This is an optimization exercise on Yosys and OpenROAD, whose aim is small area and a short achievable clock period, not a production implementation.
At most, simulation tests tie the RTL to the original design; equivalence was not proved.
Power figures rest on the tool's default switching activity, not on a simulated workload.

// executor
module executor (
    input  logic        clk,
    input  logic        nreset,
    input  logic        enable,
    input  logic [31:0] decoder_inst,
    input  logic [31:0] rn_value,
    input  logic [31:0] rd_rm_value,    
    input  logic [31:0] pc,
    output logic        ready,
    output logic [3:0]  cpsr,
    output logic        condition_passes,
    output logic [31:0] executor_inst,
    output logic        update_pc,
    output logic [31:0] new_pc,
    output logic        update_rd,
    output logic [31:0] rd_value
);
Size: roughly 9,700 cells after synthesis, ~240 I/O pins, about 96,000 sq um of cells after synthesis.
==> flow/config.mk <==
export PLATFORM = sky130hd
export DESIGN_NAME = executor
export DESIGN_NICKNAME = executor
export VERILOG_FILES = /design/flow/design.v
export SDC_FILE = /design/flow/constraint.sdc
export NUM_CORES = 8
export LEC_CHECK = 0
export CAP_MARGIN = 20
export CORE_MARGIN = 2
export CORE_UTILIZATION = 55
export CTS_CLUSTER_DIAMETER = 100
export CTS_CLUSTER_SIZE = 28
export PLACE_DENSITY = 0.65
export SETUP_SLACK_MARGIN = 5
export SLEW_MARGIN = 20
export SYNTH_HIERARCHICAL = 1
export TNS_END_PERCENT = 5
==> flow/constraint.sdc <==
create_clock -name core_clock -period 10.0 [get_ports {clk}]
set_input_delay 2.0000 -clock core_clock [delete_from_list [all_inputs] [get_ports {clk}]]
set_output_delay 2.0000 -clock core_clock [all_outputs]
set_load 0.01 [all_outputs]
standard.sh (not shown) runs the stock make flow with config.mk's settings and CLKGATE_MAP_FILE= SYNTH_SCRIPT=/design/flow/synth_recipe.tcl, a recipe that flattens the netlist after the stock synthesis.
==> flow/flow/run.sh <==
#!/bin/bash
# The standard layout (standard.sh), with two changes:
# - port buffers are a real buffer cell, not the delay cell buffer_ports
#   picks by default;
# - after synthesis every combinational cell is set to its smallest drive
#   (downsize.py), and placement and timing repair size up what needs it.
set -euo pipefail
export BUFFER_PORTS_ARGS="-buffer_cell sky130_fd_sc_hd__buf_4"
bash standard.sh synth > synth.log 2>&1
R=orfs/results/sky130hd/executor/base
python3 flow/downsize.py "$FLOW_HOME/platforms/sky130hd/lib/sky130_fd_sc_hd__tt_025C_1v80.lib" \
    $R/1_2_yosys.v $R/1_2_yosys_small.v > downsize.log 2>&1
mv $R/1_2_yosys_small.v $R/1_2_yosys.v
rm -f $R/1_synth.odb $R/1_synth.sdc
bash standard.sh > standard.log 2>&1
==> flow/flow/downsize.py <==
#!/usr/bin/env python3
"""Set every combinational cell of a netlist to the smallest drive of its type.

Reads the liberty file for cell areas; cells whose names differ only in the
drive suffix (_0, _1, _2, ...) share function and pins. Sequential cells,
tie cells and anything without a smaller variant are left alone. The placer
and the timing repair size cells up again where slew, load or timing need it.
usage: downsize.py LIB NETLIST_IN NETLIST_OUT
"""
import re
import sys

lib, src, dst = sys.argv[1:4]
text = open(lib).read()
area = {}
for m in re.finditer(r'cell\s*\(\s*"?(sky130_fd_sc_hd__\w+)"?\s*\)\s*\{\s*(.*?)area\s*:\s*([\d.]+)', text, re.S):
    area[m.group(1)] = float(m.group(3))

keep = ('df', 'edf', 'sdf', 'dl', 'sedf', 'conb', 'tap', 'fill', 'decap', 'lpflow', 'probe',
        'clkbuf', 'clkinv', 'clkdly', 'dlygate', 'dlymetal', 'buf', 'inv', 'bufinv', 'bufbuf')
groups = {}
for cell in area:
    m = re.match(r'sky130_fd_sc_hd__(\w+?)_(\d+)$', cell)
    if not m:
        continue
    base = m.group(1)
    if base.startswith(keep):
        continue
    groups.setdefault(base, []).append(cell)

best = {}
for base, cells in groups.items():
    # smallest area; among equal areas the larger drive
    cells.sort(key=lambda c: (area[c], -int(c.rsplit('_', 1)[1])))
    for c in cells:
        best[c] = cells[0]

count = 0
out = []
for line in open(src):
    m = re.match(r'(\s*)(sky130_fd_sc_hd__\w+)(\s.*)', line)
    if m and m.group(2) in best and best[m.group(2)] != m.group(2):
        line = m.group(1) + best[m.group(2)] + m.group(3) + '\n'
        count += 1
    out.append(line)
open(dst, 'w').write(''.join(out))
print(f'downsized {count} cells')
Rerun with:
--- a/flow/design.v
+++ b/flow/design.v
@@ -198,13 +198,13 @@
     parameter int W = 32
 ) (
     input  logic [W-1:0] a,
     input  logic [W-1:0] b,
     output logic [W-1:0] gen
 );
-    localparam int L = $clog2(W);
+    localparam int L = (W > 8) ? 5 : 3;    
     logic [W-1:0] g [L+1];
     logic [W-1:0] t [L+1];
     for (genvar i = 0; i < W; i++) begin : g_start
         pg_start u_cell (.a(a[i]), .b(b[i]), .gn(g[0][i]), .tn(t[0][i]));
     end
     for (genvar l = 0; l < L; l++) begin : g_level
@@ -549,28 +549,22 @@
     output logic [31:0] rd_value
 );
     logic [31:0] inst;
     logic [1:0]  fmt;
     assign inst = decoder_inst;
     assign fmt  = inst[27:26];
-    logic cond_passes;
     condition_check u_condition_check (
         .flags  (cpsr),
         .cond   (inst[31:28]),
         .passes (condition_passes)
     );
-    condition_check u_condition_internal (
-        .flags  (cpsr),
-        .cond   (inst[31:28]),
-        .passes (cond_passes)
-    );
     logic execute;
     logic is_data;
     logic is_memory;
     logic is_branch;
-    assign execute   = enable && cond_passes;
+    assign execute   = enable && condition_passes;
     assign is_data   = execute && (fmt == 2'd0);
     assign is_memory = execute && (fmt == 2'd1);
     assign is_branch = execute && (fmt == 2'd2);
     logic [31:0] shifted;
     logic [31:0] shifted_rev;
     logic        shift_lsl;
=> Via count rises by 0.69%. Die area hardly moves. Setup slack gains 0.072 ns. Cell area shrinks by about 0.56%. Sequential share of layout area grows by 0.23 points. Final cell count stays flat. Routed wire length increases by about 1.1%. Register-to-register slack degrades by 0.55 ns. Count of clock-buffer cells in the layout is lower by 1. Area after synthesis hardly moves. Critical path depth fell by 7.
Only the layout flow was run in the first run of this note; the RTL was not checked for function there.

Another version of the RTL of executor (not shown whole).
For scale: about 9,700 cells after synthesis, about 240 I/O pins.
==> module condition_entry, before the edit <==
module condition_entry #(
    parameter logic [3:0] F = 4'd0
) (
    input  logic [3:0] cond,
    output logic       passes
);
    localparam logic N = F[3];
    localparam logic Z = F[2];
    localparam logic C = F[1];
    localparam logic V = F[0];
    logic [2:0] pair;
    logic       even;
    logic       odd;
    assign pair = cond[3:1];
    always_comb begin
        case (pair)
            3'd0:    even = Z;
            3'd1:    even = C;
            3'd2:    even = N;
            3'd3:    even = V;
            3'd4:    even = C & ~Z;             
            3'd5:    even = (N == V);           
            3'd6:    even = ~Z & (N == V);      
            default: even = 1'b1;               
        endcase
        odd = (pair == 3'd7) | ~even;
    end
    mux2i_cell u_mux (.a(~even), .b(~odd), .s(cond[0]), .y(passes));
endmodule
==> module condition_table, before the edit <==
module condition_table (
    input  logic [3:0]  cond,
    output logic [15:0] table_out
);
    for (genvar f = 0; f < 16; f++) begin : g_flags
        condition_entry #(.F(4'(f))) u_entry (.cond(cond), .passes(table_out[f]));
    end
endmodule
clock: 10.0 ns
lec_check: 0
cap_margin: 20
core_margin: 2
core_utilization: 55
cts_cluster_diameter: 100
cts_cluster_size: 28
place_density: 0.65
setup_slack_margin: 5
slew_margin: 20
synth_hierarchical: 1
tns_end_percent: 5
Scripts as last shown in full above: flow/flow/run.sh, flow/flow/downsize.py
The baseline went through all stages and came out clean.
Then changed:
--- a/flow/design.v
+++ b/flow/design.v
@@ -350,47 +350,40 @@
     input  logic b,
     input  logic s,
     output logic y
 );
     assign y = ~(s ? b : a);
 endmodule
-module condition_entry #(
-    parameter logic [3:0] F = 4'd0
-) (
-    input  logic [3:0] cond,
-    output logic       passes
-);
-    localparam logic N = F[3];
-    localparam logic Z = F[2];
-    localparam logic C = F[1];
-    localparam logic V = F[0];
-    logic [2:0] pair;
-    logic       even;
-    logic       odd;
-    assign pair = cond[3:1];
-    always_comb begin
-        case (pair)
-            3'd0:    even = Z;
-            3'd1:    even = C;
-            3'd2:    even = N;
-            3'd3:    even = V;
-            3'd4:    even = C & ~Z;             
-            3'd5:    even = (N == V);           
-            3'd6:    even = ~Z & (N == V);      
-            default: even = 1'b1;               
-        endcase
-        odd = (pair == 3'd7) | ~even;
-    end
-    mux2i_cell u_mux (.a(~even), .b(~odd), .s(cond[0]), .y(passes));
-endmodule
 module condition_table (
     input  logic [3:0]  cond,
     output logic [15:0] table_out
 );
     for (genvar f = 0; f < 16; f++) begin : g_flags
-        condition_entry #(.F(4'(f))) u_entry (.cond(cond), .passes(table_out[f]));
+        localparam logic N = f[3];
+        localparam logic Z = f[2];
+        localparam logic C = f[1];
+        localparam logic V = f[0];
+        always_comb begin
+            case (cond)
+                4'd0:    table_out[f] = Z;
+                4'd1:    table_out[f] = ~Z;
+                4'd2:    table_out[f] = C;
+                4'd3:    table_out[f] = ~C;
+                4'd4:    table_out[f] = N;
+                4'd5:    table_out[f] = ~N;
+                4'd6:    table_out[f] = V;
+                4'd7:    table_out[f] = ~V;
+                4'd8:    table_out[f] = C & ~Z;             
+                4'd9:    table_out[f] = ~C | Z;             
+                4'd10:   table_out[f] = (N == V);           
+                4'd11:   table_out[f] = (N != V);           
+                4'd12:   table_out[f] = ~Z & (N == V);      
+                4'd13:   table_out[f] = Z | (N != V);       
+                default: table_out[f] = 1'b1;               
+            endcase
+        end
     end
 endmodule
 module condition_check (
     input  logic [3:0] flags,    
     input  logic [3:0] cond,
     output logic       passes
Global-route usage grows by 1.4 points; power grows by about 2%; worst setup slack got worse by 0.11 ns; non-clock buffer count grows by 55; fmax shrinks by about 1.9%; final cell count grows by about 0.4%; first-iteration DRC count grows by 0.76%; via count grows by about 0.56%; sequential share of layout area shrinks by 0.47 points.
For the second run of this note, only the layout was checked, not whether the RTL still works.

## the baseline
Another version of the RTL of executor (not shown whole).
Size in the first run: ~240 I/O pins, about 0.097 mm2 of cells after synthesis.
==> module mem_write_port, before the edit <==
module mem_write_port (
    input  logic [7:0]   rn,
    input  logic [7:0]   offset,
    input  logic         up,
    input  logic         en,
    input  logic [31:0]  word,
    output logic [255:0] row_en,     
    output logic [255:0] row_hold,   
    output logic [31:0]  bytes       
);
    logic [7:0]  addr;
    logic [31:0] hi;
    logic [31:0] lo;
    addr_adder u_add (
        .rn     (rn),
        .offset (offset),
        .up     (up),
        .addr   (addr)
    );
    mem_row_decode u_decode (
        .addr (addr),
        .hi   (hi),
        .lo   (lo)
    );
    for (genvar k = 0; k < 4; k++) begin : g_bank
        logic [1:0] j;
        assign j = 2'(k) - addr[1:0];
        assign bytes[8*k +: 8] = word[8*(3-j) +: 8];
        logic [7:0] lo_en;
        for (genvar l = 0; l < 8; l++) begin : g_lo
            assign lo_en[l] = lo[8*k + l] & en;
        end
        for (genvar r = 0; r < 64; r++) begin : g_row
            nand2_cell u_hold (
                .a (hi[8*k + r / 8]),
                .b (lo_en[r % 8]),
                .y (row_hold[64*k + r])
            );
            inv_cell u_en (.a(row_hold[64*k + r]), .y(row_en[64*k + r]));
        end
    end
endmodule
Settings: LEC_CHECK=0, CAP_MARGIN=20, CORE_MARGIN=2, CORE_UTILIZATION=55, CTS_CLUSTER_DIAMETER=100, CTS_CLUSTER_SIZE=28, PLACE_DENSITY=0.65, SETUP_SLACK_MARGIN=5, SLEW_MARGIN=20, SYNTH_HIERARCHICAL=1, TNS_END_PERCENT=5; clock period 10.0 ns.
Scripts as last shown in full above: flow/flow/run.sh, flow/flow/downsize.py
## Diff of input files: the candidate against the baseline
diff --git a/flow/design.v b/flow/design.v
--- a/flow/design.v
+++ b/flow/design.v
@@ -611,39 +611,49 @@
     output logic [255:0] row_en,     
     output logic [255:0] row_hold,   
     output logic [31:0]  bytes       
 );
-    logic [7:0]  addr;
-    logic [31:0] hi;
-    logic [31:0] lo;
-    addr_adder u_add (
-        .rn     (rn),
-        .offset (offset),
-        .up     (up),
-        .addr   (addr)
-    );
-    mem_row_decode u_decode (
-        .addr (addr),
-        .hi   (hi),
-        .lo   (lo)
-    );
+    logic [1:0] lane;
     for (genvar k = 0; k < 4; k++) begin : g_bank
-        logic [1:0] j;
-        assign j = 2'(k) - addr[1:0];
-        assign bytes[8*k +: 8] = word[8*(3-j) +: 8];
-        logic [7:0] lo_en;
-        for (genvar l = 0; l < 8; l++) begin : g_lo
-            assign lo_en[l] = lo[8*k + l] & en;
+        logic [7:0] base;
+        logic [7:0] addr;
+        logic [7:0] hi;
+        logic [7:0] lo;
+        assign base = rn + 8'(3 - k);
+        addr_adder u_add (
+            .rn     (base),
+            .offset (offset),
+            .up     (up),
+            .addr   (addr)
+        );
+        decode3 u_hi (.x(addr[7:5]), .y(hi));
+        decode3 u_lo (.x(addr[4:2]), .y(lo));
+        if (k == 3) begin : g_lane
+            assign lane = addr[1:0];
         end
         for (genvar r = 0; r < 64; r++) begin : g_row
-            nand2_cell u_hold (
-                .a (hi[8*k + r / 8]),
-                .b (lo_en[r % 8]),
+            nand3_cell u_hold (
+                .a (hi[r / 8]),
+                .b (lo[r % 8]),
+                .c (en),
                 .y (row_hold[64*k + r])
             );
             inv_cell u_en (.a(row_hold[64*k + r]), .y(row_en[64*k + r]));
         end
     end
+    for (genvar k = 0; k < 4; k++) begin : g_byte
+        logic [1:0] j;
+        assign j = 2'(k) - lane;
+        assign bytes[8*k +: 8] = word[8*(3-j) +: 8];
+    end
+endmodule
+module decode3 (
+    input  logic [2:0] x,
+    output logic [7:0] y
+);
+    for (genvar i = 0; i < 8; i++) begin : g_line
+        assign y[i] = (x == 3'(i));
+    end
 endmodule
 `default_nettype wire
 `timescale 1ns/1ps
 `default_nettype none
[summary]
Across the candidate and the baseline, none had a timing, DRC or antenna violation. Against the baseline, the candidate comes in 1.6% higher on via density per instance. Between the candidate and the baseline, the difference in clock network power share is negligible. The candidate vs the baseline on detailed-routed wire length on met3: the candidate is the higher one. Looking at total iterations of the first detailed-routing run across the candidate and the baseline, the one that comes out lower is the baseline. Area enclosed by the die boundary on the candidate is behind the baseline. Looking at internal cell power, the candidate sits below the baseline. [compare] base=the baseline new=the candidate: switching share of power went up, final layout net count went up, area occupied by multi-input gates went up. Taking the baseline as the reference, in the candidate instance count on the critical path now smaller, smallest hold slack now sits lower, total design power ~0 delta, met3 track demand over resource moved down.
No functional check of the RTL was part of any run of this note.

-- static timing again, ports no longer ideal --
No port has a modelled driver above. Below, the same layouts with a new extraction and two added sets of constraints.
Step 1: set_driving_cell puts a clkbuf_16 on clk and a buf_2 on each other input, an assumption about the parent block.
Step 2 times the ports against the registers' clock, not the clock port: input delays grow and output delays shrink by t, the midpoint of the rising clock arrivals with the driver on.
Three values: no drivers, after step 1, after step 2; two values: the first two.
run | t (ns) | setup slack, ns | clock arrival spread, ns
the first run of note 1 | 0.859 | 3.729 / 3.669 / 2.810 | 0.055 / 0.055
the second run of note 1 | 0.867 | 3.800 / 3.824 / 2.957 | 0.054 / 0.055
the first run of note 2 | 0.871 | 4.459 / 4.447 / 3.640 | 0.056 / 0.057
the second run of note 2 | 0.893 | 4.353 / 4.307 / 3.634 | 0.064 / 0.065
the baseline | 0.875 | 4.537 / 4.365 / 3.723 | 0.058 / 0.057
the candidate | 0.883 | 4.327 / 4.116 / 3.610 | 0.046 / 0.047
After both steps setup and hold are still met in every run listed. For the first run of note 1, which loses most, drivers alone change the setup slack by -0.060 ns; drivers and shift together by -0.919 ns.
